From an optimization exercise on the open Yosys and OpenROAD flow, aimed at small area, a short achievable clock period and few clock cycles; shortcuts taken in it are not production practice.
RTL that was checked went through simulation tests only; none was proved equivalent to the original.
Power figures rest on the tool's default switching activity, not on a simulated workload.

==> maple: inputs <==
==> flow/design.v (excerpt) <==
module agu_tile_stream #(
  parameter int                    ADDR_WIDTH = 32,
  parameter int                    IDX_WIDTH  = 16,
  parameter int                    LANES      = 4,
  parameter int                    FIFO_DEPTH = 4,
  parameter logic [ADDR_WIDTH-1:0] NULL_ADDR  = '1
) (
  input  logic                  clk,
  input  logic                  rst,
  input  logic                  cfg_valid_i,
  output logic                  cfg_ready_o,
  input  logic [IDX_WIDTH-1:0]  mat_m_i, mat_k_i, mat_n_i,
  input  logic [IDX_WIDTH-1:0]  tm_i, tn_i, tk_i,
  input  logic [ADDR_WIDTH-1:0] base_a_i, base_b_i, base_c_i,
  input  logic [1:0]            elem_shift_i,
  input  logic                  tile_req_i,
  output logic                  tile_done_o,
  output logic                  all_tiles_done_o,
  output logic                  busy_o,
  output logic                  out_valid,
  input  logic                  out_ready,
  output logic [LANES*ADDR_WIDTH-1:0] out_addr,
  output logic [LANES-1:0]      out_null,
  output logic [1:0]            out_id,
  output logic                  out_last
);
Settings: LEC_CHECK=0, ABC_AREA=1, CAP_MARGIN=20, CORE_MARGIN=2, CORE_UTILIZATION=55, CTS_CLUSTER_DIAMETER=100, CTS_CLUSTER_SIZE=20, PLACE_DENSITY=0.7, SETUP_SLACK_MARGIN=5, SLEW_MARGIN=20; clock period 13.5 ns.
standard.sh (not shown) runs the stock make flow with config.mk's settings and CLKGATE_MAP_FILE= SYNTH_SCRIPT=/design/flow/synth_recipe.tcl, a recipe that flattens the netlist after the stock synthesis.
==> flow/flow/run.sh <==
#!/bin/bash
# The standard layout (the standard.sh: its synthesis, floorplan, power grid,
# placement, CTS and routing unchanged), with one difference: the buffers that
# placement puts on every input and output port are sky130_fd_sc_hd__buf_1
# cells instead of the default delay-cell buffers.
set -euo pipefail
export BUFFER_PORTS_ARGS="-buffer_cell sky130_fd_sc_hd__buf_1"
bash standard.sh finish > flow_make.log 2>&1
==> willow (differences from maple) <==
==> flow/design.v (replaced) <==
module agu_tile_stream #(
  parameter int                    ADDR_WIDTH = 32,
  parameter int                    IDX_WIDTH  = 16,
  parameter int                    LANES      = 4,
  parameter int                    FIFO_DEPTH = 4,
  parameter logic [ADDR_WIDTH-1:0] NULL_ADDR  = '1
) (
  input  logic                  clk,
  input  logic                  rst,
  input  logic                  cfg_valid_i,
  output logic                  cfg_ready_o,
  input  logic [IDX_WIDTH-1:0]  mat_m_i, mat_k_i, mat_n_i,
  input  logic [IDX_WIDTH-1:0]  tm_i, tn_i, tk_i,
  input  logic [ADDR_WIDTH-1:0] base_a_i, base_b_i, base_c_i,
  input  logic [1:0]            elem_shift_i,
  input  logic                  tile_req_i,
  output logic                  tile_done_o,
  output logic                  all_tiles_done_o,
  output logic                  busy_o,
  output logic                  out_valid,
  input  logic                  out_ready,
  output logic [LANES*ADDR_WIDTH-1:0] out_addr,
  output logic [LANES-1:0]      out_null,
  output logic [1:0]            out_id,
  output logic                  out_last
);
  localparam int AW = ADDR_WIDTH;
  localparam int IW = IDX_WIDTH;
  localparam int SW = IW + 3;               
  localparam int LB = $clog2(LANES) + 3;    
  localparam int HW = AW - LB;
  localparam logic [1:0] SEG_A = 2'd0, SEG_B = 2'd1, SEG_C = 2'd2;
  logic busy_q, init_q, armed_q, run_q, done_q, last_q;
  logic [1:0]    seg_q, sh_q;
  logic          lk_q, lm_q;                
  logic          ce_q, re_q;                
  logic [IW-1:0] k_q, n_q, tm_q, tn_q, tk_q;
  logic [IW-1:0] rm_q, rn_q, rk_q, ko_q, no_q;
  logic [IW-1:0] rr_q, rc_q;                
  logic [AW-1:0] p_q, r_q, am_q, bk_q, bb_q, cm_q;
  logic cfg_acc, zero_cfg, valid, pop, adv;
  logic last_m, last_n, last_k, walk_end;
  logic [IW-1:0] em, en, ek;
  logic [IW:0]   dm, dn, dk;
  assign cfg_acc  = cfg_valid_i & ~busy_q;
  assign zero_cfg = (mat_m_i == '0) | (mat_k_i == '0) | (mat_n_i == '0) |
                    (tm_i == '0) | (tn_i == '0) | (tk_i == '0);
  assign dm     = {1'b0, rm_q} - {1'b0, tm_q};
  assign dn     = {1'b0, rn_q} - {1'b0, tn_q};
  assign dk     = {1'b0, rk_q} - {1'b0, tk_q};
  assign last_m = dm[IW] | (dm[IW-1:0] == '0);
  assign last_n = dn[IW] | (dn[IW-1:0] == '0);
  assign last_k = dk[IW] | (dk[IW-1:0] == '0);
  assign em     = last_m ? rm_q : tm_q;
  assign en     = last_n ? rn_q : tn_q;
  assign ek     = last_k ? rk_q : tk_q;
  assign walk_end = (seg_q == SEG_C) & lm_q & last_n;
  assign valid = run_q | (armed_q & tile_req_i);
  assign pop   = valid & out_ready;
  assign adv   = pop | init_q;
  assign out_valid        = valid;
  assign tile_done_o      = out_ready & last_q;
  assign cfg_ready_o      = ~busy_q;
  assign busy_o           = busy_q;
  assign all_tiles_done_o = done_q;
  assign out_id           = seg_q;
  assign out_last         = last_q;
  logic [HW-1:0] hi, t;
  assign hi = p_q[AW-1:LB];
  always_comb begin
    logic [HW-1:0] g;
    g = hi;
    for (int s = 1; s < HW; s = s * 2)
      for (int i = HW - 1; i >= 0; i--)
        if ((i / s) % 2 == 1) g[i] = g[i] & g[(i / s) * s - 1];
    t = {g[HW-2:0], 1'b1};                
  end
  assign out_null[0]      = 1'b0;
  assign out_addr[AW-1:0] = p_q;
  for (genvar l = 1; l < LANES; l++) begin : g_lane
    logic [LB:0] lo;
    assign lo                   = {1'b0, p_q[LB-1:0]} + ((LB+1)'(l) << sh_q);
    assign out_null[l]          = (rc_q[IW-1:2] == '0) & (rc_q[1:0] <= 2'(l));
    assign out_addr[l*AW +: AW] = out_null[l] ? NULL_ADDR
                                              : {hi ^ (t & {HW{lo[LB]}}), lo[LB-1:0]};
  end
  logic          start, inrow, rowadv, to_b, to_c, ce_n, re_n, lk_n;
  logic [1:0]    seg_n;
  logic [IW-1:0] y, w_n, h_n;
  logic [SW-1:0] y_s, z_s;
  logic [AW-1:0] x, madd, uadd;
  assign start  = init_q | last_q;
  assign inrow  = ~start & ~ce_q;
  assign rowadv = ~start & ce_q & ~re_q;
  assign to_b   = ~start & ce_q & re_q & (seg_q == SEG_A);
  assign to_c   = ~start & ce_q & re_q & (seg_q == SEG_B);
  always_comb begin
    x = r_q; y = n_q;
    if (start)       begin x = am_q; y = ko_q; end
    else if (inrow)  begin x = p_q;  y = IW'(LANES); end
    else if (rowadv) begin if (seg_q == SEG_A) y = k_q; end
    else if (to_b)   begin x = bk_q; y = no_q; end
    else             begin x = cm_q; y = no_q; end
  end
  assign y_s  = SW'(y) << sh_q;
  assign madd = x + AW'(y_s);
  assign z_s  = SW'((seg_q == SEG_A) ? rk_q : rn_q) << sh_q;
  assign uadd = r_q + AW'(z_s);
  always_comb begin
    seg_n = seg_q; lk_n = lk_q;
    w_n = (seg_q == SEG_A) ? ek : en;
    h_n = rr_q - IW'(1);
    if (start)     begin seg_n = SEG_A; w_n = ek; h_n = em; end
    else if (to_b) begin seg_n = SEG_B; w_n = en; h_n = ek; lk_n = last_k; end
    else if (to_c) begin seg_n = SEG_C; w_n = en; h_n = em; end
  end
  assign ce_n = inrow ? (rc_q <= IW'(2*LANES)) : (w_n <= IW'(LANES));
  assign re_n = inrow ? re_q : (h_n == IW'(1));
  always_ff @(posedge clk or posedge rst) begin
    if (rst) begin
      busy_q <= 1'b0; init_q <= 1'b0; armed_q <= 1'b0; run_q <= 1'b0;
      done_q <= 1'b0; last_q <= 1'b0;
    end else if (cfg_acc) begin
      busy_q <= ~zero_cfg; init_q <= ~zero_cfg; armed_q <= 1'b0; run_q <= 1'b0;
      done_q <= zero_cfg; last_q <= 1'b0;
    end else begin
      init_q <= 1'b0;
      if (init_q) armed_q <= 1'b1;
      if (busy_q & tile_req_i) run_q <= 1'b1;
      if (adv) last_q <= ce_n & re_n & ((seg_n == SEG_C) | ((seg_n == SEG_B) & ~lk_n));
      if (pop & last_q) begin
        run_q <= 1'b0;
        if (walk_end) begin busy_q <= 1'b0; armed_q <= 1'b0; done_q <= 1'b1; end
      end
    end
  end
  always_ff @(posedge clk) begin
    if (!busy_q) begin
      k_q <= mat_k_i; n_q <= mat_n_i; tm_q <= tm_i; tn_q <= tn_i; tk_q <= tk_i;
      sh_q <= elem_shift_i;
      rm_q <= mat_m_i; rn_q <= mat_n_i; rk_q <= mat_k_i; ko_q <= '0; no_q <= '0;
      am_q <= base_a_i; bk_q <= base_b_i; bb_q <= base_b_i; cm_q <= base_c_i;
    end else if (adv) begin
      p_q <= madd;
      if (!inrow) begin r_q <= madd; rc_q <= w_n; rr_q <= h_n; end
      else rc_q <= rc_q - IW'(LANES);
      seg_q <= seg_n; lk_q <= lk_n; ce_q <= ce_n; re_q <= re_n;
      if (last_q) begin
        if (lk_q) begin
          rn_q <= last_n ? n_q : dn[IW-1:0];
          no_q <= last_n ? '0 : no_q + tn_q;
        end
        if (lk_q & last_n) cm_q <= uadd;
        if (~lk_q) bk_q <= uadd;
      end
      if (to_b) begin
        rk_q <= last_k ? k_q : dk[IW-1:0];
        ko_q <= last_k ? '0 : ko_q + tk_q;
        if (last_n & last_k) am_q <= uadd;
      end
      if (to_c) begin
        lm_q <= last_m;
        bk_q <= bb_q;
        if (last_n) rm_q <= dm[IW-1:0];
      end
    end
  end
endmodule
==> flow/flow/run.sh (replaced) <==
#!/bin/bash
# The standard layout (the standard.sh: its synthesis, floorplan, power grid,
# placement, CTS and routing unchanged), with one difference: the buffers that
# placement puts on every input and output port are sky130_fd_sc_hd__buf_2
# cells instead of the default delay-cell buffers.
set -euo pipefail
export BUFFER_PORTS_ARGS="-buffer_cell sky130_fd_sc_hd__buf_2"
bash standard.sh finish > flow_make.log 2>&1
- CORE_UTILIZATION: 55 -> 40
- CTS_CLUSTER_DIAMETER: 100 -> unset
- CTS_CLUSTER_SIZE: 20 -> unset
- PLACE_DENSITY: 0.7 -> 0.6
==> comparison table <==
	willow	maple
Status	no timing/DRC/antenna violations	no timing/DRC/antenna violations
Clk Latency, worst-skew pair	0.61 ns	0.60 ns
Distinct cell type count after synthesis	68	61
Data arrival at the endpoint of the critical path	4.69 ns	3.07 ns
Non-clock buffers	363	359
Area share of and/or/nand/nor cells after synthesis	0.259	0.240
Final HPWL from detailed placement	80,100 microns	70,900 microns
Synth Net Count	4,028	3,752
Cell Area, Placed	30,800 sq um	29,600 sq um
Core region area	69,900 sq um	50,000 sq um
Buffering stage count on the worst path with inverters included	9	2
Mean cell area of the mapped netlist	7.65 sq um	8.15 sq um
Total power	10,000 uW	8740 uW
Inverters excl. clock	469	396
Starting utilization of the core area	0.403	0.555
Testbench counts of maple, summed over its fixed seeds: cycles 105,238.
No functional check of the RTL was part of willow.

## static timing again, ports no longer ideal
Ports are ideal in the flow. The routed layouts listed here were re-timed in OpenROAD. Step 1 assumes that a clkbuf_16 drives the clock port and a buf_2 every other input. Step 2 also shifts input and output timing later by t, the mid clock arrival at the registers, as if the neighbouring blocks saw the same clock. Three values: no drivers, after step 1, after step 2; two values: the first two.
run	shift t [ns]	setup slack, ns	worst setup path at the end	latest minus earliest clock arrival (ns)	pins driven straight from the clock port
maple	0.641	7.732 / 7.701 / 7.701	input to output	0.032 / 0.032	1
willow	0.658	6.107 / 6.044 / 6.675	register to register	0.023 / 0.022	1
After both steps every run listed still meets setup and hold. The setup slack of maple, which loses most, moves by -0.031 ns with the drivers and by -0.031 ns with both steps.
